This is an optimization exercise on Yosys and OpenROAD, whose aim is small area, a short achievable clock period and few clock cycles per item, not a production implementation. Function was not checked in any run shown here: the RTL went through the layout flow alone. No activity file was given, so power comes from the tool's default toggle rates.

<file path="constraint.sdc">
create_clock -name core_clock -period 5.0 [get_ports {clk}]
set_input_delay 1.0000 -clock core_clock [delete_from_list [all_inputs] [get_ports {clk}]]
set_output_delay 1.0000 -clock core_clock [all_outputs]
set_load 0.01 [all_outputs]
</file>
<file path="run.sh">
#!/bin/bash
# synth_recipe.tcl (not shown) runs the flow's synth.tcl, then flattens the netlist and writes it again
# the make line also repeats each setting of config.mk as NAME=value (left out here)
make -C /OpenROAD-flow-scripts/flow DESIGN_CONFIG=/design/flow/config.mk WORK_HOME=/design/flow/orfs CLKGATE_MAP_FILE= SYNTH_SCRIPT=/design/flow/synth_recipe.tcl finish
</file>
<file path="design.v">
package cache_ctrl_pkg;
  localparam int ADDR_WIDTH   = 16;
  localparam int BLOCK_SIZE   = 16;
  localparam int CACHE_LINES  = 16;
  localparam int OFFSET_WIDTH = $clog2(BLOCK_SIZE);
  localparam int INDEX_WIDTH  = $clog2(CACHE_LINES);
  localparam int TAG_WIDTH    = ADDR_WIDTH - OFFSET_WIDTH - INDEX_WIDTH;
  localparam int LINE_BITS    = BLOCK_SIZE * 8;
  typedef logic [ADDR_WIDTH-1:0]  addr_t;
  typedef logic [INDEX_WIDTH-1:0] index_t;
  typedef logic [TAG_WIDTH-1:0]   tag_t;
  typedef logic [LINE_BITS-1:0]   line_t;
  typedef enum logic [2:0] {
    S_IDLE,
    S_LOOKUP,
    S_WB_REQ,
    S_RF_REQ,
    S_RF_WAIT,
    S_RESP
  } state_e;
endpackage
import cache_ctrl_pkg::*;
module cache_line_store (
  input  logic                   clk,
  input  logic                   reset_n,
  input  logic [TAG_WIDTH-1:0]   lk_tag_in,
  output logic [CACHE_LINES-1:0] line_valid,
  output logic [CACHE_LINES-1:0] line_dirty,
  output logic [CACHE_LINES-1:0] line_match,
  input  logic [INDEX_WIDTH-1:0] vt_index,
  output logic [TAG_WIDTH-1:0]   vt_tag,
  input  logic [INDEX_WIDTH-1:0] rd_index,
  output logic [LINE_BITS-1:0]   rd_data,
  input  logic [CACHE_LINES-1:0] meta_we,
  input  logic                   wr_dirty,
  input  logic [TAG_WIDTH-1:0]   wr_tag,
  input  logic [CACHE_LINES-1:0] data_we,
  input  logic [LINE_BITS-1:0]   wr_data
);
  logic [CACHE_LINES-1:0] valid_q;
  logic [CACHE_LINES-1:0] dirty_q;
  logic [TAG_WIDTH-1:0]   tag_q  [CACHE_LINES];
  logic [LINE_BITS-1:0]   data_q [CACHE_LINES];
  always_ff @(posedge clk or negedge reset_n) begin
    if (!reset_n) begin
      valid_q <= '0;
      dirty_q <= '0;
    end else begin
      for (int i = 0; i < CACHE_LINES; i++) begin
        if (meta_we[i]) begin
          valid_q[i] <= 1'b1;
          dirty_q[i] <= wr_dirty;
        end
      end
    end
  end
  always_ff @(posedge clk) begin
    for (int i = 0; i < CACHE_LINES; i++) begin
      if (meta_we[i]) tag_q[i]  <= wr_tag;
      if (data_we[i]) data_q[i] <= wr_data;
    end
  end
  always_comb begin
    for (int i = 0; i < CACHE_LINES; i++) line_match[i] = (tag_q[i] == lk_tag_in);
  end
  assign line_valid = valid_q;
  assign line_dirty = dirty_q;
  assign vt_tag     = tag_q[vt_index];
  always_comb begin
    rd_data = '0;
    for (int i = 0; i < CACHE_LINES; i++)
      rd_data = rd_data | (data_q[i] & {LINE_BITS{rd_index == i}});
  end
endmodule
import cache_ctrl_pkg::*;
module cache_access_controller (
  input  logic                  clk,
  input  logic                  reset_n,
  input  logic                  cpu_req_valid,
  output logic                  cpu_req_ready,
  input  logic                  cpu_req_write,
  input  logic [ADDR_WIDTH-1:0] cpu_req_addr,
  input  logic [LINE_BITS-1:0]  cpu_req_wdata,
  output logic                  cpu_resp_valid,
  output logic                  cpu_resp_hit,
  output logic [LINE_BITS-1:0]  cpu_resp_rdata,
  output logic                  mem_req_valid,
  input  logic                  mem_req_ready,
  output logic                  mem_req_write,
  output logic [ADDR_WIDTH-1:0] mem_req_addr,
  output logic [LINE_BITS-1:0]  mem_req_wdata,
  input  logic                  mem_resp_valid,
  input  logic [LINE_BITS-1:0]  mem_resp_rdata,
  output logic [15:0]           stat_requests,
  output logic [15:0]           stat_hits,
  output logic [15:0]           stat_misses,
  output logic [15:0]           stat_writebacks
);
  localparam logic [2:0] S_IDLE = 3'd0, S_RREQ = 3'd1, S_RWAIT = 3'd2,
                         S_VWR  = 3'd3, S_PWB  = 3'd4;
  logic [2:0]             st_q, st_d;
  logic                   vict_q, vict_d;
  logic [INDEX_WIDTH-1:0] idx_q, idx_d;
  logic [TAG_WIDTH-1:0]   ntag_q, ntag_d;
  logic [TAG_WIDTH-1:0]   vtag_q, vtag_d;
  logic                   resp_q, resp_d;
  logic                   hit_q, hit_d;
  logic [15:0]            st_req_q, st_hit_q, st_wb_q;
  logic [INDEX_WIDTH-1:0] in_idx;
  logic [TAG_WIDTH-1:0]   in_tag;
  logic [CACHE_LINES-1:0] in_sel, fill_sel;
  logic [CACHE_LINES-1:0] line_valid, line_dirty, line_match;
  logic [CACHE_LINES-1:0] line_hit, line_dvict;
  logic [TAG_WIDTH-1:0]   vt_tag;
  logic [LINE_BITS-1:0]   rd_data;
  logic                   lk_hit, lk_dvict;
  logic                   st_idle, st_pwb, st_rwait;
  logic                   idle_port;    
  logic                   refill;       
  logic                   accept;
  logic                   comb_read;
  logic                   wr_ok;        
  logic [CACHE_LINES-1:0] meta_we, data_we;
  logic [LINE_BITS-1:0]   wr_data;
  assign in_idx = cpu_req_addr[OFFSET_WIDTH +: INDEX_WIDTH];
  assign in_tag = cpu_req_addr[ADDR_WIDTH-1 -: TAG_WIDTH];
  cache_line_store u_store (
    .clk        (clk),
    .reset_n    (reset_n),
    .lk_tag_in  (in_tag),
    .line_valid (line_valid),
    .line_dirty (line_dirty),
    .line_match (line_match),
    .vt_index   (in_idx),
    .vt_tag     (vt_tag),
    .rd_index   (idx_q),
    .rd_data    (rd_data),
    .meta_we    (meta_we),
    .wr_dirty   (cpu_req_write),
    .wr_tag     (in_tag),
    .data_we    (data_we),
    .wr_data    (wr_data)
  );
  assign st_idle  = (st_q == S_IDLE);
  assign st_pwb   = (st_q == S_PWB);
  assign st_rwait = (st_q == S_RWAIT);
  always_comb begin
    for (int i = 0; i < CACHE_LINES; i++) begin
      in_sel[i]   = (in_idx == i);
      fill_sel[i] = (idx_q == i);
    end
  end
  assign line_hit   = line_valid & line_match;
  assign line_dvict = line_valid & line_dirty & ~line_match;
  assign lk_hit     = |(in_sel & line_hit);
  assign lk_dvict   = |(in_sel & line_dvict);
  assign refill    = st_rwait && mem_resp_valid && !(vict_q && !mem_req_ready);
  assign idle_port = st_idle || (st_rwait && mem_resp_valid && !vict_q);
  assign wr_ok     = st_pwb ? mem_req_ready : st_idle;
  always_comb begin
    cpu_req_ready = 1'b0;
    unique case (st_q)
      S_IDLE:  cpu_req_ready = !(cpu_req_write && lk_dvict);
      S_PWB:   cpu_req_ready = mem_req_ready;
      S_RWAIT: cpu_req_ready = mem_resp_valid && !vict_q && !cpu_req_write;
      default: cpu_req_ready = 1'b0;
    endcase
  end
  assign accept    = cpu_req_valid && cpu_req_ready;
  assign comb_read = idle_port && cpu_req_valid && !cpu_req_write && !lk_hit;
  always_comb begin
    for (int i = 0; i < CACHE_LINES; i++) begin
      data_we[i] = (refill && fill_sel[i]) ||
                   (cpu_req_valid && cpu_req_write && in_sel[i] &&
                    (st_pwb ? mem_req_ready : (st_idle && !line_dvict[i])));
      meta_we[i] = cpu_req_valid && in_sel[i] &&
                   (cpu_req_write ? (st_pwb ? mem_req_ready : (st_idle && !line_dvict[i]))
                                  : (idle_port && !line_hit[i]));
    end
  end
  assign wr_data = st_rwait ? mem_resp_rdata : cpu_req_wdata;
  always_comb begin
    st_d   = st_q;
    vict_d = vict_q;
    idx_d  = idx_q;
    ntag_d = ntag_q;
    vtag_d = vtag_q;
    resp_d = 1'b0;
    hit_d  = hit_q;
    unique case (st_q)
      S_RREQ: begin
        if (mem_req_ready) st_d = S_RWAIT;
      end
      S_RWAIT: begin
        if (vict_q && mem_req_ready) vict_d = 1'b0;
        if (mem_resp_valid) begin
          if (vict_q && !mem_req_ready) st_d = S_VWR;
          else begin
            st_d   = S_IDLE;
            vict_d = 1'b0;
          end
        end
      end
      S_VWR: begin
        if (mem_req_ready) begin
          vict_d = 1'b0;
          st_d   = S_RREQ;
        end
      end
      S_PWB: begin
        if (mem_req_ready) st_d = S_IDLE;
      end
      default: ;
    endcase
    if (idle_port && cpu_req_valid) begin
      idx_d  = in_idx;
      ntag_d = in_tag;
      vtag_d = vt_tag;
    end
    if (accept) begin
      hit_d = !st_pwb && lk_hit;
      if (cpu_req_write || lk_hit) resp_d = 1'b1;
      else begin
        vict_d = lk_dvict;
        st_d   = mem_req_ready ? S_RWAIT : S_RREQ;
      end
    end else if (st_idle && cpu_req_valid) begin
      st_d = S_PWB;
    end
  end
  always_ff @(posedge clk or negedge reset_n) begin
    if (!reset_n) begin
      st_q     <= S_IDLE;
      vict_q   <= 1'b0;
      resp_q   <= 1'b0;
      st_req_q <= '0;
      st_hit_q <= '0;
      st_wb_q  <= '0;
    end else begin
      st_q   <= st_d;
      vict_q <= vict_d;
      resp_q <= resp_d;
      if (accept) begin
        st_req_q <= st_req_q + 16'd1;
        if (!st_pwb && lk_hit) st_hit_q <= st_hit_q + 16'd1;
        if (st_pwb || lk_dvict) st_wb_q <= st_wb_q + 16'd1;
      end
    end
  end
  always_ff @(posedge clk) begin
    idx_q  <= idx_d;
    ntag_q <= ntag_d;
    vtag_q <= vtag_d;
    hit_q  <= hit_d;
  end
  assign cpu_resp_valid  = resp_q || refill;
  assign cpu_resp_hit    = hit_q;
  assign cpu_resp_rdata  = st_rwait ? mem_resp_rdata : rd_data;
  assign mem_req_valid   = comb_read || (st_q == S_RREQ) || (st_q == S_VWR) || st_pwb ||
                           (st_rwait && vict_q);
  assign mem_req_write   = (st_q == S_VWR) || st_pwb || (st_rwait && vict_q);
  assign mem_req_addr    = {mem_req_write ? vtag_q : (st_q == S_RREQ) ? ntag_q : in_tag,
                            (st_idle || st_rwait) && !mem_req_write ? in_idx : idx_q,
                            {OFFSET_WIDTH{1'b0}}};
  assign mem_req_wdata   = rd_data;
  assign stat_requests   = st_req_q;
  assign stat_hits       = st_hit_q;
  assign stat_misses     = st_req_q - st_hit_q;
  assign stat_writebacks = st_wb_q;
endmodule
</file>
<file path="config.mk">
export PLATFORM = sky130hd
export DESIGN_NAME = cache_access_controller
export DESIGN_NICKNAME = cache_access_controller
export VERILOG_FILES = /design/flow/design.v
export SDC_FILE = /design/flow/constraint.sdc
export NUM_CORES = 4
export LEC_CHECK = 0
export CAP_MARGIN = 20
export CORE_MARGIN = 2
export CORE_UTILIZATION = 40
export CTS_BUF_LIST = sky130_fd_sc_hd__clkbuf_4 sky130_fd_sc_hd__clkbuf_8
export PLACE_DENSITY = 0.6
export SLEW_MARGIN = 20
</file>
==> impl_metrics.yaml, run 1 <==
critical_path:
  reg2reg_depth: 5
  worst_r2r_endpoint: "u_store.data_q[10][71]$_DFFE_PP_"
  setup.worst_path.end: "mem_req_wdata[105]"
  cp-end-kind: "output pin"
  rr_startpoint: "st_q[0]$_DFF_PN0_"
  cp.arrival_ns: 3.93
  critPathLaunch: "idx_q[2]$_DFFE_PP_"
  critPathRequiredTime_ns: 4.00
  critPathLaunchType: "flop"
  r2r_slack_ns: 1.16
  worstPathMaxFanout: 6
  critical_path_class: "reg2out"
layout:
  multi_input_area_um2: 19630
  layout.nets: 6925
  seq_area_um2: 68100
  num-fill-cells: 18040
  drive_above_1_share: 0.1915
  area_growth_pct: 26.34
  fin_util: 0.5075
  stdcell_count: 9769
sta:
  fin_crit_sh: 0.9867
  rsz0062_at_grt: "yes"
  finalMaxSlewViolations: 0
  fin_hold_ws_ns: 0.4802
  relSlewSlack: 0.2616
  finalHoldViolations: 0
  setup_viol: 0
  max_freq_ghz: 0.2027
  worst_slew_pin_slew_ns: 1.108
  fin_worst_skew_ns: 0.1112
  fin_crit_ns: 4.933
power_and_ir_drop:
  vdd_drop_max_v: 0.0003224
  cellLeakagePower_nw: 37.83
  cellPowerDensity_nw_per_um2: 466.0
grt:
  grt_pass1_vias: 55320
  grt.total_usage: 0.2448
  grt_max_degree: 92
  grt_first_pass_wirelength_um: 397500
  antenna_found_initial: 4
  grt-ovfl-total: 0
clock_network:
  h-tree-depth: 5
  clk_latency_ns: 1.09
  cts.path.max_buffers: 4
  numCtsBuffers: 383
  cts_sinks: 2282
  clk_pin_slew_ns: 0.05
  cts_tree: "built"
  clockRootBuffer: "clkbuf_8"
routing:
  route.detailed.wl_per_inst_um: 29.23
  viasPerCell: 5.822
  first_iter_violations: 6992
  firstDrtPassIters: 9
  num_vias: 56880
  wl_um: 285600
  detail-route-antenna-nets: 0
  drc: 0
placement:
  post-dp-hpwl_um: 155800
  portBuffers: 610
  finalWeightedCongestion: 0.8876
  placedCellCount: 8914
synth:
  synthCells: 5433
  seq_area_frac_synth: 0.7723
  ys_ff_latch: 2282
  syn-mean-instance-area_um2: 16.23
  synth_async_sr_flop_share: 0.03725
  synth-edff-count: 2197
  syn_area_um2: 88180
  ys.flop_type: "edfxtp_1"
  yosys_warnings: 4
  ys_types: 70
floorplan:
  core-area_um2: 219500
  ios: 619
  die-area_um2: 224200
  num_rows: 172
  start_util: 0.4017
  die_w_um: 473.5
  die_h_um: 473.5
min_path:
  hold_class: "reg2reg"
run:
  drv_cap: 0
run_status:
  status: "timing/DRC/antenna clean"
[sequential cells by signal, summed over array words and instances, names as in the netlist]
register / cells
vict_q: 1
u_store.data_q: 2048
st_req_q: 16
st_q: 3
ntag_q: 8
resp_q: 1
st_wb_q: 16
vtag_q: 8
idx_q: 4
u_store.valid_q: 16
u_store.dirty_q: 16
hit_q: 1
u_store.tag_q: 128
st_hit_q: 16
[per-layer routing]
layer  track usage  up-vias  share of wire
li1              -    24380              -
met1        0.3438    29100           0.41
met2        0.3903     2992           0.47
met3       0.04800      393          0.093
met4       0.06390        4          0.023
met5             0        -       0.000095
[synth_stat cells (all sizes together) (6+ instances only)]
master   number  area [um2]
edfxtp     2197       65970
a22oi       595        4467
nand2       515        1933
clkbuf      268        1006
nor2        257       964.7
a221oi      246        2155
a22o        243        2128
nand4       172        1076
xnor2       149        1305
and3        119       744.5
dfrtp        85        2127
nand3        71       355.3
buf          69       382.9
mux2         69       777.0
inv          37       138.9
xor2         37       324.1
o21ai        31       158.9
nor3         27       135.1
nand4b       26       227.7
nor4         22       200.2
a21oi        19       95.09
ha           18       225.2
or2          18       112.6
o31ai        15       112.6
and2         13       81.33
nand2b       13       81.33
nor3b        11       82.58
mux2i         8       80.08
o2111ai       8       70.07
o22a          8       70.07
o41ai         6       52.55
[worst max-delay path: stages, from the launching register on]
cell and delay, ns:
edfxtp_1 0.38, buf_4 0.17, nand2b_4 0.19, buf_12 0.15
nor2_4 0.07, buf_12 0.14, buf_4 0.16, clkbuf_16 0.17
a22o_1 0.19, a221oi_2 0.21, nand4_1 0.35, buf_4 0.26
clkdlybuf4s50_1 0.49
[report_power, final]
part | total, mW | switching, mW | internal [mW]
Sequential | 23.8 | 0.332 | 23.4
Clock | 15.5 | 7.22 | 8.26
Combinational | 12.7 | 7.60 | 5.07
Total | 51.9 | 15.1 | 36.8
[kinds of logic (layout without fill, tap and decap cells)]
family / count (synthesis) / after routing / synth area share
other cells: 1 / 9 / 0.00004253
simple gates: 1286 / 1286 / 0.07000
mux: 77 / 77 / 0.009720
flops: 2282 / 2282 / 0.7723
compound gates: 1208 / 1208 / 0.1093
buf+inv: 374 / 1831 / 0.01733
fa+ha+maj: 19 / 19 / 0.002781
xor+xnor: 186 / 186 / 0.01848
[worst min path at each step]
| stage | start | end | slack [ns] | depth (start not counted) |
|---|---|---|---|---|
| 2_1_floorplan | u_store.valid_q[8]$_DFFE_PN0P_ | u_store.valid_q[8]$_DFFE_PN0P_ | 0.45 | 2 |
| 3_3_place_gp | u_store.dirty_q[10]$_DFFE_PN0P_ | u_store.dirty_q[10]$_DFFE_PN0P_ | 0.46 | 2 |
| 3_5_place_dp | u_store.dirty_q[11]$_DFFE_PN0P_ | u_store.dirty_q[11]$_DFFE_PN0P_ | 0.46 | 2 |
| 4_1_cts | st_wb_q[15]$_DFFE_PN0P_ | st_wb_q[15]$_DFFE_PN0P_ | 0.48 | 1 |
| 5_1_grt | st_wb_q[15]$_DFFE_PN0P_ | st_wb_q[15]$_DFFE_PN0P_ | 0.50 | 1 |
| 6_report | u_store.dirty_q[11]$_DFFE_PN0P_ | u_store.dirty_q[11]$_DFFE_PN0P_ | 0.48 | 2 |
[cell type report]
cell class,count,share of cell area
Inverter,37,0.001359
Multi-Input combinational cell,2780,0.1762
Sequential cell,2282,0.6113
Tap cell,2871,0.03225
Antenna cell,5,0.0001123
Timing Repair Buffer,1144,0.1162
Clock inverter,133,0.005930
Clock buffer,517,0.05657
[metrics by stage]
| step | power (mW) | area (um2) | setup TNS (ns) | setup slack [ns] |
|---|---|---|---|---|
| global route | 53.83 | 111400 | -0.7456 | -0.05754 |
| detailed placement | 35.80 | 100800 | -0.6276 | -0.4479 |
| CTS | 51.84 | 110100 | -0.08785 | -0.02067 |
| global placement | 35.64 | 100800 | -0.6141 | -0.4192 |
| floorplan | 29.51 | 88480 | -913.57 | -1.170 |
| finish | 51.91 | 111400 | 0 | 0.06674 |
[repair_timing]
item                       4_1_cts  5_1_grt
setup endpoints to repair      263      122
cloned                          26       13
hold endpoints to repair        45        0
pin swaps                       51       71
resized for setup              186      136
buffers inserted               112       52
hold buffers                     1        0
[cell usage in the layout (no fill, tap or decap), types with 94 or more instances in the layout]
master and count:
nor2_1 244, buf_12 110, buf_4 332, edfxtp_1 2197, clkbuf_4 130, xnor2_1 149
clkinv_1 94, nand4_1 172, and3_1 114, clkdlybuf4s50_1 529, nand2_1 510, a22o_1 243
a22oi_1 592, a221oi_1 185, clkbuf_8 387
==> run 2: changes to the inputs <==
--- a/config.mk
+++ b/config.mk
@@ -10,3 +10,2 @@
 export CORE_UTILIZATION = 40
-export CTS_BUF_LIST = sky130_fd_sc_hd__clkbuf_4 sky130_fd_sc_hd__clkbuf_8
 export PLACE_DENSITY = 0.6
==> run 2 against run 1 <==
Compared with the run above: largest power group unchanged; via count shrank 3.6%; worst setup slack lost 0.013 ns; core utilization shrank 1.1 points; sequential share of layout area grew 1.3 points; flip-flop and latch count is the same.
==> impl_metrics.yaml, run 2 <==
placement:
  placedCellCount: 8914
  finalWeightedCongestion: 0.8876
  placedInstanceArea_um2: 100800
  post-dp-hpwl_um: 155800
  portBuffers: 610
  dp_slack_ns: -0.4479
floorplan:
  core-area_um2: 219500
  num_rows: 172
  ios: 619
  die_w_um: 473.5
  die_h_um: 473.5
  die-area_um2: 224200
  start_util: 0.4017
critical_path:
  critPathLaunch: "idx_q[0]$_DFFE_PP_"
  rr_startpoint: "st_q[0]$_DFF_PN0_"
  critical_path_class: "reg2out"
  cp_common_cell: "buf_12"
  critPathBufInv: 4
  critPathRequiredTime_ns: 4.00
  slowest_stage: "edfxtp_1"
  cp_cell_sequence: "buf_6, nand2b_4, nor3_4, buf_12, buf_12, a22o_1, a221oi_1, and3_1, nand4_1, mux2_2, clkdlybuf4s50_1"
  critPathLaunchType: "flop"
  max_stage_delay_ns: 0.48
  worstPathMaxFanout: 39
  cp-end-kind: "output pin"
  cp.arrival_ns: 3.95
  crit_family: "buffers and inverters"
synth:
  syn-mean-instance-area_um2: 16.23
  seq_area_frac_synth: 0.7723
  synthCells: 5433
  ys.flop_type: "edfxtp_1"
  synthTopCellsByCount: "2197 x edfxtp_1, 595 x a22oi_1, 515 x nand2_1"
  synth_async_sr_flop_share: 0.03725
  yosysMostFrequentCell: "edfxtp_1"
  synth_area_leaders: "edfxtp_1 75%, a22oi_1 5.1%, a221oi_1 2.4%"
  synth.top_cell.area_share: 0.7482
  synth-edff-count: 2197
  yosys_warnings: 4
  ys_ff_latch: 2282
  syn_area_um2: 88180
  ys_types: 70
  synth_top_cell_by_area: "edfxtp_1"
grt:
  grt_max_degree: 92
  grt-ovfl-total: 0
  grt_first_pass_wirelength_um: 381200
  grt_pass1_vias: 53060
  antenna_found_initial: 3
  grt.total_usage: 0.2336
layout:
  drive_above_1_share: 0.1331
  largest_reg_flops: 2048
  design_area_um2: 109000
  num-fill-cells: 18210
  stdcell_count: 9389
  reg_top3: "u_store.data_q (2048), u_store.tag_q (128)"
  seq_area_um2: 68100
  largest_register: "u_store.data_q"
  layout_commonest_cell: "edfxtp_1"
  layout_common_cells: "2197 x edfxtp_1, 605 x clkdlybuf4s50_1, 594 x a22oi_1, 510 x nand2_1, 263 x buf_4"
  area_growth_pct: 23.62
  layout.nets: 6626
  multi_input_area_um2: 19200
run:
  drv_cap: 0
sta:
  fin_worst_skew_ns: 0.07598
  rsz0062_at_grt: "yes"
  finalMaxSlewViolations: 0
  worst_slew_pin_slew_ns: 1.120
  finalHoldViolations: 0
  setup_viol: 0
  setup_ws_ns: 0.05372
  fin_hold_ws_ns: 0.1725
  relSlewSlack: 0.2536
  fin_crit_sh: 0.9893
  max_freq_ghz: 0.2022
  fin_crit_ns: 4.946
power_and_ir_drop:
  swShare: 0.2859
  seqPwrFrac: 0.455
  cellPowerDensity_nw_per_um2: 479.1
  combPwrFrac: 0.231
  cellLeakagePower_nw: 35.86
  power_switching_mw: 14.93
  vdd_drop_max_v: 0.0003792
  internal_power_mw: 37.29
  clkPwrFrac: 0.314
clock_network:
  h-tree-depth: 4
  cts_sinks: 2282
  clk_latency_ns: 0.90
  clockRootBuffer: "clkbuf_16"
  cts_tree: "built"
  clk_pin_slew_ns: 0.06
  numCtsBuffers: 221
  cts.path.max_buffers: 3
routing:
  num_vias: 54810
  drc: 0
  detail-route-antenna-nets: 0
  viasPerCell: 5.837
  firstDrtPassIters: 5
  route.detailed.wl_per_inst_um: 28.78
  first_iter_violations: 6528
  wl_um: 270200
min_path:
  hold_class: "in2async"
run_status:
  status: "timing/DRC/antenna clean"
[run 2: metrics by stage]
stage / total power [mW] / TNS, ns / utilization
finish: 52.22 / 0 / 0.4966
global route: 54.07 / -0.3585 / 0.4966
CTS: 52.29 / -0.1379 / 0.4945
detailed placement: 35.80 / -0.6276 / 0.4592
global placement: 35.64 / -0.6141 / 0.4592
floorplan: 29.51 / -913.57 / -
[run 2: repair_timing]
item | in CTS | in global routing
buffers inserted | 31 | 26
pin swaps | 13 | 13
gates cloned | 4 | 2
hold buffers | 0 | 0
resized for setup | 48 | 43
setup endpoints to repair | 234 | 97
[run 2: logic make-up (layout without fill, tap and decap cells)]
group / Yosys count / count (layout) / share of synthesized area
AOI/OAI and AO/OA: 1208 / 1208 / 0.1093
xor gates and xnor gates: 186 / 186 / 0.01848
adders and majority gates: 19 / 19 / 0.002781
buffers and inverters: 374 / 1453 / 0.01733
DFF: 2282 / 2282 / 0.7723
muxes: 77 / 77 / 0.009720
other: 1 / 7 / 0.00004253
and+or+nand+nor: 1286 / 1286 / 0.07000
[run 2: routing by layer]
layer  share of wire  vias up  global-route usage
li1                -    23710                   -
met1            0.42    28300              0.3356
met2            0.48     2515              0.3787
met3           0.081      282             0.03451
met4           0.018        0             0.04773
met5               0        -                   0
[run 2: path summary, 6_finish.rpt]
kind                                                    endpoint  cells after the start  slack, ns
worst max-delay path                          cpu_resp_rdata[14]                     11       0.05
worst min-delay path                     st_wb_q[14]$_DFFE_PN0P_                      1       0.17
worst max register to register  u_store.data_q[10][81]$_DFFE_PP_                      5       1.16
worst min register to register   u_store.dirty_q[11]$_DFFE_PN0P_                      2       0.48
max in group asynchronous                st_req_q[0]$_DFFE_PN0P_                      2       3.78
min in group core_clock          u_store.dirty_q[11]$_DFFE_PN0P_                      2       0.48
[run 2: final cells by class]
| type | instances | area share |
|---|---|---|
| Sequential cell | 2282 | 0.6248 |
| Multi-Input combinational cell | 2780 | 0.1762 |
| Timing Repair Buffer | 1007 | 0.09898 |
| Clock buffer | 270 | 0.05242 |
| Tap cell | 2871 | 0.03296 |
| Clock inverter | 139 | 0.01325 |
| Inverter | 37 | 0.001389 |
| Antenna cell | 3 | 0.00006887 |
[run 2: power by group through the flow]
stage / registers [mW] / logic, mW / clock network [mW]
after floorplan: 24.0 / 5.46 / 0
after global placement: 24.1 / 11.5 / 0
final: 23.8 / 12.0 / 16.4
after detailed placement: 24.1 / 11.7 / 0
after global routing: 23.8 / 12.9 / 17.4
after CTS: 23.7 / 11.9 / 16.6
[run 2: worst reg2reg max path, delay by kind of cell, from the launching register on]
| family | cells | cell delay (ns) |
|---|---|---|
| compound gates | 1 | 1.07 |
| buf+inv | 1 | 0.54 |
| flops | 1 | 0.53 |
| simple gates | 3 | 1.34 |
==> run 3: changes to the inputs <==
--- a/design.v
+++ b/design.v
@@ -31,3 +31,5 @@
   output logic [TAG_WIDTH-1:0]   vt_tag,
-  input  logic [INDEX_WIDTH-1:0] rd_index,
+  input  logic [CACHE_LINES-1:0] rd_sel,
+  input  logic                   rd_mem_sel,
+  input  logic [LINE_BITS-1:0]   rd_mem_data,
   output logic [LINE_BITS-1:0]   rd_data,
@@ -69,5 +71,5 @@
   always_comb begin
-    rd_data = '0;
+    rd_data = rd_mem_data & {LINE_BITS{rd_mem_sel}};
     for (int i = 0; i < CACHE_LINES; i++)
-      rd_data = rd_data | (data_q[i] & {LINE_BITS{rd_index == i}});
+      rd_data = rd_data | (data_q[i] & {LINE_BITS{rd_sel[i]}});
   end
@@ -107,3 +109,7 @@
   logic                   hit_q, hit_d;
+  logic                   prew_q, prew_d;       
+  logic                   prew_hit_q, prew_hit_d;
   logic [15:0]            st_req_q, st_hit_q, st_wb_q;
+  logic [CACHE_LINES-1:0] rsel_q, rsel_d;
+  logic                   msel_q, msel_d;
   logic [INDEX_WIDTH-1:0] in_idx;
@@ -121,3 +127,5 @@
   logic                   comb_read;
-  logic                   wr_ok;        
+  logic                   waiting;      
+  logic                   prew_go;      
+  logic                   req_hit;      
   logic [CACHE_LINES-1:0] meta_we, data_we;
@@ -135,3 +143,5 @@
     .vt_tag     (vt_tag),
-    .rd_index   (idx_q),
+    .rd_sel     (rsel_q),
+    .rd_mem_sel (msel_q),
+    .rd_mem_data(mem_resp_rdata),
     .rd_data    (rd_data),
@@ -156,5 +166,8 @@
   assign lk_dvict   = |(in_sel & line_dvict);
-  assign refill    = st_rwait && mem_resp_valid && !(vict_q && !mem_req_ready);
+  assign refill    = st_rwait && mem_resp_valid && !vict_q;
   assign idle_port = st_idle || (st_rwait && mem_resp_valid && !vict_q);
-  assign wr_ok     = st_pwb ? mem_req_ready : st_idle;
+  assign waiting   = (st_q == S_RREQ) || (st_q == S_VWR) || (st_rwait && !mem_resp_valid);
+  assign prew_go   = waiting && !prew_q && cpu_req_valid && cpu_req_write &&
+                     (in_idx != idx_q) && !lk_dvict;
+  assign req_hit   = prew_q ? prew_hit_q : (!st_pwb && lk_hit);
   always_comb begin
@@ -162,5 +175,5 @@
     unique case (st_q)
-      S_IDLE:  cpu_req_ready = !(cpu_req_write && lk_dvict);
+      S_IDLE:  cpu_req_ready = prew_q || !(cpu_req_write && lk_dvict);
       S_PWB:   cpu_req_ready = mem_req_ready;
-      S_RWAIT: cpu_req_ready = mem_resp_valid && !vict_q && !cpu_req_write;
+      S_RWAIT: cpu_req_ready = mem_resp_valid && !vict_q && (!cpu_req_write || prew_q);
       default: cpu_req_ready = 1'b0;
@@ -174,5 +187,5 @@
                    (cpu_req_valid && cpu_req_write && in_sel[i] &&
-                    (st_pwb ? mem_req_ready : (st_idle && !line_dvict[i])));
+                    (st_pwb ? mem_req_ready : ((st_idle || prew_go) && !line_dvict[i])));
       meta_we[i] = cpu_req_valid && in_sel[i] &&
-                   (cpu_req_write ? (st_pwb ? mem_req_ready : (st_idle && !line_dvict[i]))
+                   (cpu_req_write ? (st_pwb ? mem_req_ready : ((st_idle || prew_go) && !line_dvict[i]))
                                   : (idle_port && !line_hit[i]));
@@ -180,3 +193,3 @@
   end
-  assign wr_data = st_rwait ? mem_resp_rdata : cpu_req_wdata;
+  assign wr_data = (st_rwait && mem_resp_valid) ? mem_resp_rdata : cpu_req_wdata;
   always_comb begin
@@ -189,2 +202,4 @@
     hit_d  = hit_q;
+    prew_d     = prew_q;
+    prew_hit_d = prew_hit_q;
     unique case (st_q)
@@ -196,3 +211,3 @@
         if (mem_resp_valid) begin
-          if (vict_q && !mem_req_ready) st_d = S_VWR;
+          if (vict_q) st_d = mem_req_ready ? S_RREQ : S_VWR;
           else begin
@@ -219,4 +234,9 @@
     end
+    if (prew_go) begin
+      prew_d     = 1'b1;
+      prew_hit_d = lk_hit;
+    end
     if (accept) begin
-      hit_d = !st_pwb && lk_hit;
+      hit_d  = req_hit;
+      prew_d = 1'b0;
       if (cpu_req_write || lk_hit) resp_d = 1'b1;
@@ -235,2 +255,3 @@
       resp_q   <= 1'b0;
+      prew_q   <= 1'b0;
       st_req_q <= '0;
@@ -242,5 +263,6 @@
       resp_q <= resp_d;
+      prew_q <= prew_d;
       if (accept) begin
         st_req_q <= st_req_q + 16'd1;
-        if (!st_pwb && lk_hit) st_hit_q <= st_hit_q + 16'd1;
+        if (req_hit) st_hit_q <= st_hit_q + 16'd1;
         if (st_pwb || lk_dvict) st_wb_q <= st_wb_q + 16'd1;
@@ -249,3 +271,9 @@
   end
+  always_comb begin
+    msel_d = (st_d == S_RWAIT) && !vict_d;
+    for (int i = 0; i < CACHE_LINES; i++) rsel_d[i] = !msel_d && (idx_d == i);
+  end
   always_ff @(posedge clk) begin
+    rsel_q <= rsel_d;
+    msel_q <= msel_d;
     idx_q  <= idx_d;
@@ -254,2 +282,3 @@
     hit_q  <= hit_d;
+    prew_hit_q <= prew_hit_d;
   end
@@ -257,3 +286,3 @@
   assign cpu_resp_hit    = hit_q;
-  assign cpu_resp_rdata  = st_rwait ? mem_resp_rdata : rd_data;
+  assign cpu_resp_rdata  = rd_data;
   assign mem_req_valid   = comb_read || (st_q == S_RREQ) || (st_q == S_VWR) || st_pwb ||
==> flow/run.sh (new file) <==
#!/bin/bash
# Standard ORFS layout, with plain buf_1 cells (not delay buffers) as the
# port buffers; placement repair resizes them as timing needs.
set -euo pipefail
export BUFFER_PORTS_ARGS="-buffer_cell sky130_fd_sc_hd__buf_1"
bash standard.sh > standard.log 2>&1
==> standard.sh (new file) <==
#!/bin/bash
# synth_recipe.tcl (not shown) runs the flow's synth.tcl, then flattens the netlist and writes it again
# the make line also repeats each setting of config.mk as NAME=value (left out here)
make -C /OpenROAD-flow-scripts/flow DESIGN_CONFIG=/design/flow/config.mk WORK_HOME=/design/flow/orfs CLKGATE_MAP_FILE= SYNTH_SCRIPT=/design/flow/synth_recipe.tcl "${@:-finish}"
--- a/config.mk
+++ b/config.mk
@@ -10,3 +10,6 @@
 export CORE_UTILIZATION = 40
+export CTS_CLUSTER_DIAMETER = 100
+export CTS_CLUSTER_SIZE = 30
 export PLACE_DENSITY = 0.6
+export SETUP_SLACK_MARGIN = 0.8
 export SLEW_MARGIN = 20
removed: run.sh
==> run 3 against run 2 <==
Compared with the run above: worst setup slack gained 0.65 ns; first-iteration DRC count grew 7.9%; largest power group unchanged; synthesized cell count shrank 2.1%; non-clock buffer count grew 41; highest routed layer is now met5; critical path type is now in2out; still clean on timing, DRC and antenna.
==> impl_metrics.yaml, run 3 <==
run_status:
  status: "timing/DRC/antenna clean"
run:
  drv_cap: 0
synth:
  yosysMostFrequentCell: "edfxtp_1"
  synth_area_leaders: "edfxtp_1 74%, a22oi_1 6.6%, dfrtp_1 2.4%"
  syn-mean-instance-area_um2: 16.72
  ys_types: 76
  ys.flop_type: "edfxtp_1"
  synth_async_sr_flop_share: 0.03738
  synth-edff-count: 2194
  synth_top_cell_by_area: "edfxtp_1"
  synthTopCellsByCount: "2194 x edfxtp_1, 783 x a22oi_1, 267 x clkbuf_1"
  synth.top_cell.area_share: 0.7409
  ys_ff_latch: 2301
  synthCells: 5319
  seq_area_frac_synth: 0.7698
  yosys_warnings: 4
  syn_area_um2: 88920
sta:
  setup_viol: 0
  fin_hold_ws_ns: 0.3110
  worst_slew_pin_slew_ns: 0.9340
  max_freq_ghz: 0.2329
  fin_tns_setup_ns: 0
  rsz0062_at_grt: "yes"
  finalHoldViolations: 0
  fin_crit_ns: 4.293
  relSlewSlack: 0.3773
  fin_crit_sh: 0.8586
  fin_worst_skew_ns: 0.06637
  finalMaxSlewViolations: 0
routing:
  drc: 0
  wl_met1_um: 111700
  dr_wl_met3_um: 24720
  detail-route-antenna-nets: 0
  viasPerCell: 5.947
  route.detailed.wl_per_inst_um: 29.88
  wl_um: 269500
  top_layer_used: "met5"
  num_vias: 53630
  firstDrtPassIters: 8
  first_iter_violations: 7046
  wl_met2_um: 125800
floorplan:
  die-area_um2: 226100
  die_h_um: 475.5
  start_util: 0.4012
  core-area_um2: 221700
  ios: 619
  num_rows: 173
  die_w_um: 475.5
min_path:
  hold_class: "in2async"
grt:
  grt-ovfl-total: 0
  grt_first_pass_wirelength_um: 373200
  grt_max_degree: 85
  grt_pass1_vias: 51260
  antenna_found_initial: 19
  grt.total_usage: 0.2285
power_and_ir_drop:
  total_power_mw: 52.95
  cellPowerDensity_nw_per_um2: 521.2
  cellLeakagePower_nw: 31.73
  vdd_drop_max_v: 0.0004567
critical_path:
  cp.arrival_ns: 3.29
  crit_family: "simple AND/OR/NAND/NOR gates"
  worstPathMaxFanout: 6
  critPathBufInv: 6
  r2r_slack_ns: 0.89
  critical_path_class: "in2out"
  critPathLaunchType: "input port"
  max_stage_delay_ns: 0.33
  critPathRequiredTime_ns: 4.00
  slowest_stage: "nor4_4"
  cp_cell_sequence: "buf_8, buf_12, buf_12, xnor2_1, nand4_1, nor2_2, o22ai_2, buf_4, nor4_4, nand3_2, o21ai_4, buf_6, buf_6"
  cp-end-kind: "output pin"
clock_network:
  cts_sinks: 2301
  clk_latency_ns: 0.80
  cts_tree: "built"
  h-tree-depth: 3
  clk_pin_slew_ns: 0.12
  numCtsBuffers: 93
  clockRootBuffer: "clkbuf_16"
  cts.path.max_buffers: 3
  cts.hold.buffers_added: 0
layout:
  fin_util: 0.4584
  largest_reg_flops: 2048
  area_growth_pct: 14.26
  layout_common_cells: "2194 x edfxtp_1, 783 x a22oi_1, 591 x buf_1, 270 x buf_4, 245 x nand2_1"
  drive_above_1_share: 0.1412
  largest_register: "u_store.data_q"
  reg_top3: "u_store.data_q (2048), u_store.tag_q (128)"
  layout_commonest_cell: "edfxtp_1"
  layout.nets: 6312
  num-fill-cells: 19090
placement:
  finalWeightedCongestion: 0.8804
  portBuffers: 610
  post-dp-hpwl_um: 164100
==> run 3: logic make-up (layout without fill, tap and decap cells) <==
family | Yosys count | after routing | synth area share
AND/OR/NAND/NOR | 849 | 849 | 0.04723
flip-flops | 2301 | 2301 | 0.7698
multiplexers | 146 | 146 | 0.01832
AO/OA/AOI/OAI | 1315 | 1315 | 0.1149
buffers and inverters | 498 | 1217 | 0.02793
adder cells (fa/ha/maj) | 19 | 19 | 0.002758
XOR/XNOR | 190 | 190 | 0.01897
other | 1 | 7 | 0.00004217
==> run 3: where the power goes <==
| group | internal [mW] | switching (mW) | total [mW] |
|---|---|---|---|
| sequential | 23.0 | 1.29 | 24.3 |
| combinational | 6.06 | 13.0 | 19.1 |
| clock | 3.73 | 5.86 | 9.59 |
| total | 32.8 | 20.2 | 53.0 |
==> run 3: cell type report <==
class	instances	area, um2	area share
flip-flops and latches	2301	68520	0.6744
multi-input cells	2523	18680	0.1838
repair buffers	1048	7700	0.07578
well taps	2975	3722	0.03664
clock buffers	101	2474	0.02435
clock inverters	20	316.6	0.003116
inverters	48	180.2	0.001773
diodes	3	7.507	0.00007389
==> run 3: repair_timing <==
item | 4_1_cts | 5_1_grt
gates cloned | 0 | 1
pin swaps | 31 | 27
buffers inserted | 32 | 46
setup endpoints to repair | 197 | 18
gates resized for setup | 96 | 49
==> run 3: routing by layer <==
metal	vias to the layer above	GRT usage
li1	22850	-
met1	27780	0.3240
met2	2715	0.3629
met3	280	0.03943
met4	6	0.06439
met5	-	0
==> run 3: worst paths after layout <==
check,start,to,cells past startpoint
max,cpu_req_addr[14],cpu_req_ready,13
min,reset_n,st_req_q[2]$_DFFE_PN0N_,1
max reg2reg,u_store.tag_q[5][1]$_DFFE_PP_,u_store.data_q[7][20]$_DFFE_PP_,13
min reg2reg,st_wb_q[15]$_DFFE_PN0P_,st_wb_q[15]$_DFFE_PN0P_,1
max in group asynchronous,reset_n,st_wb_q[3]$_DFFE_PN0P_,2
min in group core_clock,cpu_req_addr[8],u_store.tag_q[1][0]$_DFFE_PP_,1
==> run 3: per-stage QoR <==
| step | cell area [um2] | setup WS (ns) | cells |
|---|---|---|---|
| floorplan | 89170 | -0.6741 | 5322 |
| global placement | 97460 | -0.2273 | 8815 |
| detailed placement | 97470 | -0.2407 | 8816 |
| CTS | 100900 | 0.6519 | 8969 |
| global route | 101600 | 0.6037 | 9019 |
| finish | 101600 | 0.7069 | 9019 |
==> run 4: changes to the inputs <==
--- a/design.v
+++ b/design.v
@@ -131,2 +131,3 @@
   logic [CACHE_LINES-1:0] meta_we, data_we;
+  logic [CACHE_LINES-1:0] wr_take;      
   logic [LINE_BITS-1:0]   wr_data;
@@ -185,8 +186,8 @@
     for (int i = 0; i < CACHE_LINES; i++) begin
-      data_we[i] = (refill && fill_sel[i]) ||
-                   (cpu_req_valid && cpu_req_write && in_sel[i] &&
-                    (st_pwb ? mem_req_ready : ((st_idle || prew_go) && !line_dvict[i])));
-      meta_we[i] = cpu_req_valid && in_sel[i] &&
-                   (cpu_req_write ? (st_pwb ? mem_req_ready : ((st_idle || prew_go) && !line_dvict[i]))
-                                  : (idle_port && !line_hit[i]));
+      wr_take[i] = cpu_req_valid && cpu_req_write && in_sel[i] &&
+                   (st_pwb ? mem_req_ready
+                           : ((st_idle || (waiting && !prew_q && !fill_sel[i])) && !line_dvict[i]));
+      data_we[i] = (refill && fill_sel[i]) || wr_take[i];
+      meta_we[i] = wr_take[i] ||
+                   (cpu_req_valid && !cpu_req_write && in_sel[i] && idle_port && !line_hit[i]);
     end
--- a/config.mk
+++ b/config.mk
@@ -11,5 +11,5 @@
 export CTS_CLUSTER_DIAMETER = 100
-export CTS_CLUSTER_SIZE = 30
+export CTS_CLUSTER_SIZE = 24
 export PLACE_DENSITY = 0.6
-export SETUP_SLACK_MARGIN = 0.8
+export SETUP_SLACK_MARGIN = 1.2
 export SLEW_MARGIN = 20
==> run 4 against run 3 <==
Compared with the run above: still clean; highest routed layer unchanged; maximum frequency is 1.4% higher; sequential power is 2% lower; critical path depth is 1 lower; area after synthesis is 0.34% lower; combinational power is 6% higher.
==> impl_metrics.yaml, run 4 <==
layout:
  design_area_um2: 101600
  drive_above_1_share: 0.1412
  layout_common_cells: "2194 x edfxtp_1, 815 x a22oi_1, 584 x buf_1, 225 x nand2_1, 210 x buf_4"
  largest_register: "u_store.data_q"
  layout.nets: 6242
  layout_commonest_cell: "edfxtp_1"
  largest_reg_flops: 2048
  stdcell_count: 8947
  area_growth_pct: 14.59
  reg_top3: "u_store.data_q (2048), u_store.tag_q (128)"
floorplan:
  core-area_um2: 219900
  start_util: 0.4029
  ios: 619
  die-area_um2: 225300
  die_w_um: 474.7
  die_h_um: 474.7
  num_rows: 172
synth:
  synth.top_cell.area_share: 0.7434
  synth_area_leaders: "edfxtp_1 74%, a22oi_1 6.9%, dfrtp_1 2.4%"
  ys.flop_type: "edfxtp_1"
  yosysMostFrequentCell: "edfxtp_1"
  seq_area_frac_synth: 0.7724
  synth_top_cell_by_area: "edfxtp_1"
  ys_types: 75
  syn_area_um2: 88620
  synthCells: 5277
  synth-edff-count: 2194
  syn-mean-instance-area_um2: 16.79
  synthTopCellsByCount: "2194 x edfxtp_1, 818 x a22oi_1, 269 x clkbuf_1"
  ys_ff_latch: 2301
  yosys_warnings: 4
  synth_async_sr_flop_share: 0.03738
placement:
  portBuffers: 610
  dp_slack_ns: 0.008700
  finalWeightedCongestion: 0.8831
  placedCellCount: 8652
  placedInstanceArea_um2: 95790
  post-dp-hpwl_um: 158500
sta:
  relSlewSlack: 0.2432
  max_freq_ghz: 0.2361
  finalMaxSlewViolations: 0
  fin_worst_skew_ns: 0.03962
  fin_tns_setup_ns: 0
  finalHoldViolations: 0
  rsz0062_at_grt: "yes"
  fin_crit_sh: 0.8471
  setup_ws_ns: 0.7644
  fin_crit_ns: 4.236
  setup_viol: 0
  worst_slew_pin_slew_ns: 1.128
clock_network:
  cts_tree: "built"
  numCtsBuffers: 114
  clk_pin_slew_ns: 0.10
  cts_sinks: 2301
  clockRootBuffer: "clkbuf_16"
  clk_latency_ns: 0.82
  cts.path.max_buffers: 3
  h-tree-depth: 3
grt:
  grt.total_usage: 0.2429
  grt-ovfl-total: 0
  antenna_found_initial: 8
  grt_pass1_vias: 51860
  grt_max_degree: 83
  grt_first_pass_wirelength_um: 393000
routing:
  wl_um: 282700
  first_iter_violations: 7708
  detail-route-antenna-nets: 0
  drc: 0
  firstDrtPassIters: 9
  viasPerCell: 6.026
  num_vias: 53920
  route.detailed.wl_per_inst_um: 31.59
critical_path:
  cp.arrival_ns: 3.24
  critical_path_class: "reg2out"
  critPathLaunchType: "flop"
  cp_cell_sequence: "ha_4, fa_2, nor2b_2, o21ai_2, a21boi_2, o21ai_2, a211oi_2, o31ai_2, o21bai_1, a21oi_2, xnor2_1, buf_2"
  cp_common_cell: "o21ai_2"
  cp-end-kind: "output pin"
  slowest_stage: "dfrtp_2"
  rr_startpoint: "u_store.tag_q[3][4]$_DFFE_PP_"
  critPathLaunch: "st_hit_q[0]$_DFFE_PN0P_"
  reg2reg_depth: 15
  critPathRequiredTime_ns: 4.00
  max_stage_delay_ns: 0.44
  worstPathMaxFanout: 3
power_and_ir_drop:
  total_power_mw: 54.44
  cellLeakagePower_nw: 31.94
  cellPowerDensity_nw_per_um2: 536.0
  vdd_drop_max_v: 0.0004931
run_status:
  status: "timing/DRC/antenna clean"
run:
  drv_cap: 0
min_path:
  hold_class: "in2async"
run 4: cell count changes in the layout (fill, tap and decap cells not counted), moves of 20 or more:
| cell | previous run | this run |
|---|---|---|
| a221oi_1 | 110 | 83 |
| o21ai_0 | 52 | 30 |
| a22oi_1 | 783 | 815 |
| clkbuf_16 | 100 | 120 |
| nor2_1 | 128 | 149 |
| buf_4 | 270 | 210 |
| nand2_1 | 245 | 225 |
| and3_1 | 76 | 51 |
run 4: logic make-up (layout without fill, tap and decap cells):
group,Yosys count,count (layout),share of synthesized area
flops,2301,2301,0.7724
compound gates,1259,1259,0.1109
simple gates,855,855,0.04811
buf+inv,504,1208,0.02828
xor+xnor,191,191,0.01896
mux,147,147,0.01849
fa+ha+maj,19,19,0.002767
other cells,1,9,0.00004231
run 4: what timing repair did:
action,CTS,global route
setup buffers,101,28
resized for setup,137,42
endpoints found under the setup margin,334,42
hold buffers,0,0
cloned,3,3
endpoints found under the hold margin,0,0
pin swaps,49,26
run 4: routing by layer:
layer | global-route usage | share of wire | vias to the layer above
met2 | 0.3921 | 0.47 | 2881
met5 | 0 | 0.00012 | -
met3 | 0.03378 | 0.086 | 356
li1 | - | - | 22600
met1 | 0.3441 | 0.41 | 28070
met4 | 0.06840 | 0.030 | 6
run 4: layout make-up:
class	instances	area, um2
clock inverter	23	326.6
clock buffer	132	2952
antenna	5	12.51
timing repair buffer	989	7376
inverter	64	240.2
fill	18860	118400
multi-input combinational	2475	18420
sequential	2301	68530
tap	2958	3701
run 4: through the flow:
stage                       util  hold WS (ns)
after floorplan                -        0.4404
after global placement    0.4353        0.4568
after detailed placement  0.4355        0.4663
after CTS                 0.4593        0.2354
after global routing      0.4617        0.2975
final                     0.4618        0.2907
run 4: worst max-delay path, delay by kind of cell, from the launching register on:
kind	cells	cell delay, ns
buffers and inverters	1	0.15
AO/OA/AOI/OAI	7	1.06
AND/OR/NAND/NOR	1	0.13
adder cells (fa/ha/maj)	2	0.51
flip-flops	1	0.44
XOR/XNOR	1	0.13
run 4: path summary, 6_finish.rpt:
| check | to | slack (ns) |
|---|---|---|
| hold / removal | st_wb_q[9]$_DFFE_PN0P_ | 0.29 |
| setup reg to reg | st_hit_q[7]$_DFFE_PN0P_ | 1.53 |
| max in group asynchronous | st_hit_q[0]$_DFFE_PN0P_ | 3.69 |
| setup / recovery | stat_misses[14] | 0.76 |
| hold reg to reg | st_wb_q[15]$_DFFE_PN0P_ | 0.48 |
| min in group core_clock | u_store.tag_q[9][3]$_DFFE_PP_ | 0.42 |
run 4: report_power, final:
| group | internal [mW] | switching (mW) | leakage [nW] |
|---|---|---|---|
| Sequential | 23.0 | 0.812 | 21.0 |
| Clock | 4.33 | 6.10 | 1.60 |
| Combinational | 6.31 | 13.8 | 9.40 |
| Total | 33.7 | 20.8 | 31.9 |
==> run 5: changes to the inputs <==
--- a/config.mk
+++ b/config.mk
@@ -13,3 +13,3 @@
 export PLACE_DENSITY = 0.6
-export SETUP_SLACK_MARGIN = 1.2
+export SETUP_SLACK_MARGIN = 1.6
 export SLEW_MARGIN = 20
==> run 5 against run 4 <==
Compared with the run above: largest cell class unchanged; non-clock buffer count up 272; routed wire length up 11%; flip-flop and latch count unchanged; clock skew up 0.0074 ns; design area up 9.2%.
==> impl_metrics.yaml, run 5 <==
grt:
  grt-ovfl-total: 0
  grt.total_usage: 0.2681
  use_met2: 0.4190
  grt_pass1_vias: 53920
  met1_usage: 0.3816
  antenna_found_initial: 13
  busiest_layer: "met2"
  met3_usage: 0.04769
  grt_first_pass_wirelength_um: 426000
  grt_max_degree: 83
sta:
  max_freq_ghz: 0.2354
  relSlewSlack: 0.3009
  fin_crit_sh: 0.8496
  finalHoldViolations: 0
  fin_crit_ns: 4.248
  finalMaxSlewViolations: 0
  fin_worst_skew_ns: 0.04700
  setup_viol: 0
  worst_slew_pin_slew_ns: 1.042
  fin_tns_setup_ns: 0
  rsz0062_at_grt: "yes"
placement:
  portBuffers: 610
  finalWeightedCongestion: 0.8831
  post-dp-hpwl_um: 158500
routing:
  firstDrtPassIters: 8
  detail-route-antenna-nets: 0
  num_vias: 57080
  wl_um: 315000
  viasPerCell: 6.192
  drc: 0
  route.detailed.wl_per_inst_um: 34.17
  first_iter_violations: 9422
layout:
  area_growth_pct: 25.10
  layout_common_cells: "2194 x edfxtp_1, 540 x a22oi_1, 352 x buf_1, 278 x a22oi_2, 247 x buf_4"
  layout_commonest_cell: "edfxtp_1"
  layout.nets: 6515
  num-fill-cells: 17860
  drive_above_1_share: 0.3006
  largest_reg_flops: 2048
  reg_top3: "u_store.data_q (2048), u_store.tag_q (128)"
  largest_register: "u_store.data_q"
critical_path:
  cp-end-kind: "output pin"
  critPathLaunch: "st_hit_q[0]$_DFFE_PN0P_"
  critPathRequiredTime_ns: 4.00
  cp.arrival_ns: 3.25
  max_stage_delay_ns: 0.44
  rr_startpoint: "u_store.tag_q[3][7]$_DFFE_PP_"
  critPathLaunchType: "flop"
  cp_common_cell: "o21ai_2"
  slowest_stage: "dfrtp_2"
  worstPathMaxFanout: 3
  critical_path_class: "reg2out"
  cp_cell_sequence: "ha_4, fa_2, nor2b_2, o21ai_2, a21boi_2, o21ai_2, a211oi_2, o31ai_2, o21bai_1, a21oi_2, xnor2_1, buf_2"
min_path:
  hold_class: "in2async"
synth:
  ys_types: 75
  syn_area_um2: 88620
  ys.flop_type: "edfxtp_1"
  synthTopCellsByCount: "2194 x edfxtp_1, 818 x a22oi_1, 269 x clkbuf_1"
  synth_async_sr_flop_share: 0.03738
  synth_area_leaders: "edfxtp_1 74%, a22oi_1 6.9%, dfrtp_1 2.4%"
  synth.top_cell.area_share: 0.7434
  syn-mean-instance-area_um2: 16.79
  synth-edff-count: 2194
  synth_top_cell_by_area: "edfxtp_1"
  ys_ff_latch: 2301
  yosys_warnings: 4
  synthCells: 5277
  seq_area_frac_synth: 0.7724
  yosysMostFrequentCell: "edfxtp_1"
floorplan:
  core-area_um2: 219900
  die-area_um2: 225300
  ios: 619
  die_h_um: 474.7
  start_util: 0.4029
  num_rows: 172
  die_w_um: 474.7
power_and_ir_drop:
  seqPwrFrac: 0.373
  swShare: 0.3733
  vdd_drop_max_v: 0.0005808
  power_switching_mw: 23.80
  cellPowerDensity_nw_per_um2: 575.0
  total_power_mw: 63.75
  clkPwrFrac: 0.164
  combPwrFrac: 0.463
  cellLeakagePower_nw: 35.95
  internal_power_mw: 39.95
clock_network:
  cts.path.max_buffers: 3
  clk_latency_ns: 0.82
  cts_tree: "built"
  clk_pin_slew_ns: 0.10
  clockRootBuffer: "clkbuf_16"
  h-tree-depth: 3
  cts_sinks: 2301
  numCtsBuffers: 114
run_status:
  status: "timing/DRC/antenna clean"
run:
  drv_cap: 0
## run 5: changes by cell type in the layout (fill, tap and decap cells not counted), sizes merged
cell	delta
buf	+212
bufbuf	+8
clkbuf	+52
diode	-2
nand2	+1
## run 5: power groups by stage
| stage | combinational, mW | sequential, mW | clock [mW] |
|---|---|---|---|
| after floorplan | 12.5 | 23.9 | 0 |
| after global placement | 18.1 | 24.8 | 0 |
| after detailed placement | 18.1 | 24.9 | 0 |
| after CTS | 26.5 | 23.7 | 10.6 |
| after global routing | 30.9 | 23.8 | 11.2 |
| final | 29.5 | 23.8 | 10.5 |
## run 5: kinds of logic (layout without fill, tap and decap cells)
family	after synthesis	after routing	share of synthesized area
AOI/OAI and AO/OA	1259	1259	0.1109
muxes	147	147	0.01849
DFF	2301	2301	0.7724
xor gates and xnor gates	191	191	0.01896
and+or+nand+nor	855	856	0.04811
other	1	7	0.00004231
buffers and inverters	504	1480	0.02828
adders and majority gates	19	19	0.002767
## run 5: worst paths after layout
check                           cells past startpoint                             to  slack [ns]
worst max-delay path                               12                stat_misses[14]        0.75
min in group core_clock                             1  u_store.tag_q[9][3]$_DFFE_PP_        0.42
worst max register to register                     14              rsel_q[6]$_DFF_P_        1.67
worst min-delay path                                1         st_wb_q[9]$_DFFE_PN0P_        0.28
max in group asynchronous                           2        st_hit_q[0]$_DFFE_PN0P_        3.71
worst min register to register                      1        st_wb_q[15]$_DFFE_PN0P_        0.49
## run 5: cell type report
class / count / area [um2] / share of cell area
Clock inverter: 23 / 326.6 / 0.002945
Sequential cell: 2301 / 68530 / 0.6181
Inverter: 64 / 240.2 / 0.002167
Tap cell: 2958 / 3701 / 0.03338
Clock buffer: 132 / 2952 / 0.02662
Antenna cell: 3 / 7.507 / 0.00006771
Multi-Input combinational cell: 2476 / 21300 / 0.1921
Timing Repair Buffer: 1261 / 13810 / 0.1245
## run 5: timing repair
| action | CTS | global route |
|---|---|---|
| pin swaps | 308 | 243 |
| setup endpoints to repair | 662 | 335 |
| cloned | 79 | 13 |
| resized for setup | 951 | 510 |
| buffers inserted | 250 | 66 |
| hold buffers | 0 | 0 |
## run 5: through the flow
stage	std cells	util	hold slack, ns	worst slack (ns)	instance area, um2
6_report	9218	0.5041	0.2816	0.7522	110900
5_1_grt	9216	0.5041	0.2970	0.5688	110900
4_1_cts	9136	0.4914	0.2354	0.6178	108100
3_5_place_dp	8652	0.4355	0.4663	0.008700	95790
3_3_place_gp	8650	0.4353	0.4568	0.06912	95750
2_1_floorplan	5280	-	0.4404	0.8794	88850
## run 5: per-layer routing
metal | part of all wire | up-vias
met5 | 0.00018 | -
met4 | 0.033 | 10
met3 | 0.11 | 440
met2 | 0.46 | 3856
met1 | 0.39 | 29560
li1 | - | 23220
## run 5: critical path, delay by kind of cell, from the launching register on
kind            cells  cell delay, ns
buf+inv             1            0.15
xor+xnor            1            0.13
compound gates      7            1.07
fa+ha+maj           2            0.51
flops               1            0.44
simple gates        1            0.13

-- afterwards: timing with drivers on the ports --
Ports are ideal in the flow. The routed layouts listed here were re-timed in OpenROAD. Step 1, drivers: a clkbuf_16 drives clk and a buf_2 each remaining input, both assumed. Step 2 also shifts input and output timing later by t, the mid clock arrival at the registers, as if the neighbouring blocks saw the same clock. Slacks: no drivers / after step 1 / after step 2; pairs: no drivers / after step 1.
run	t, ns	slack for setup (ns)	hold slack, ns	worst setup path after step 2	cell pins on the clock port's net
run 1	1.124	0.067 / -0.023 / 0.189	0.480 / 0.472 / 0.480	input to output	1
run 2	0.956	0.054 / -0.038 / 0.228	0.172 / 0.108 / 0.475	input to output	1
run 3	0.859	0.707 / 0.625 / 0.048	0.311 / 0.256 / 0.487	input to register	1
run 4	0.884	0.764 / 0.681 / 0.634	0.291 / 0.231 / 0.484	input to register	1
run 5	0.885	0.752 / 0.668 / 0.764	0.282 / 0.222 / 0.485	input to register	1
After both steps setup and hold are still met in every run listed. For run 3, which loses most, drivers alone change the setup slack by -0.082 ns; drivers and shift together by -0.659 ns.
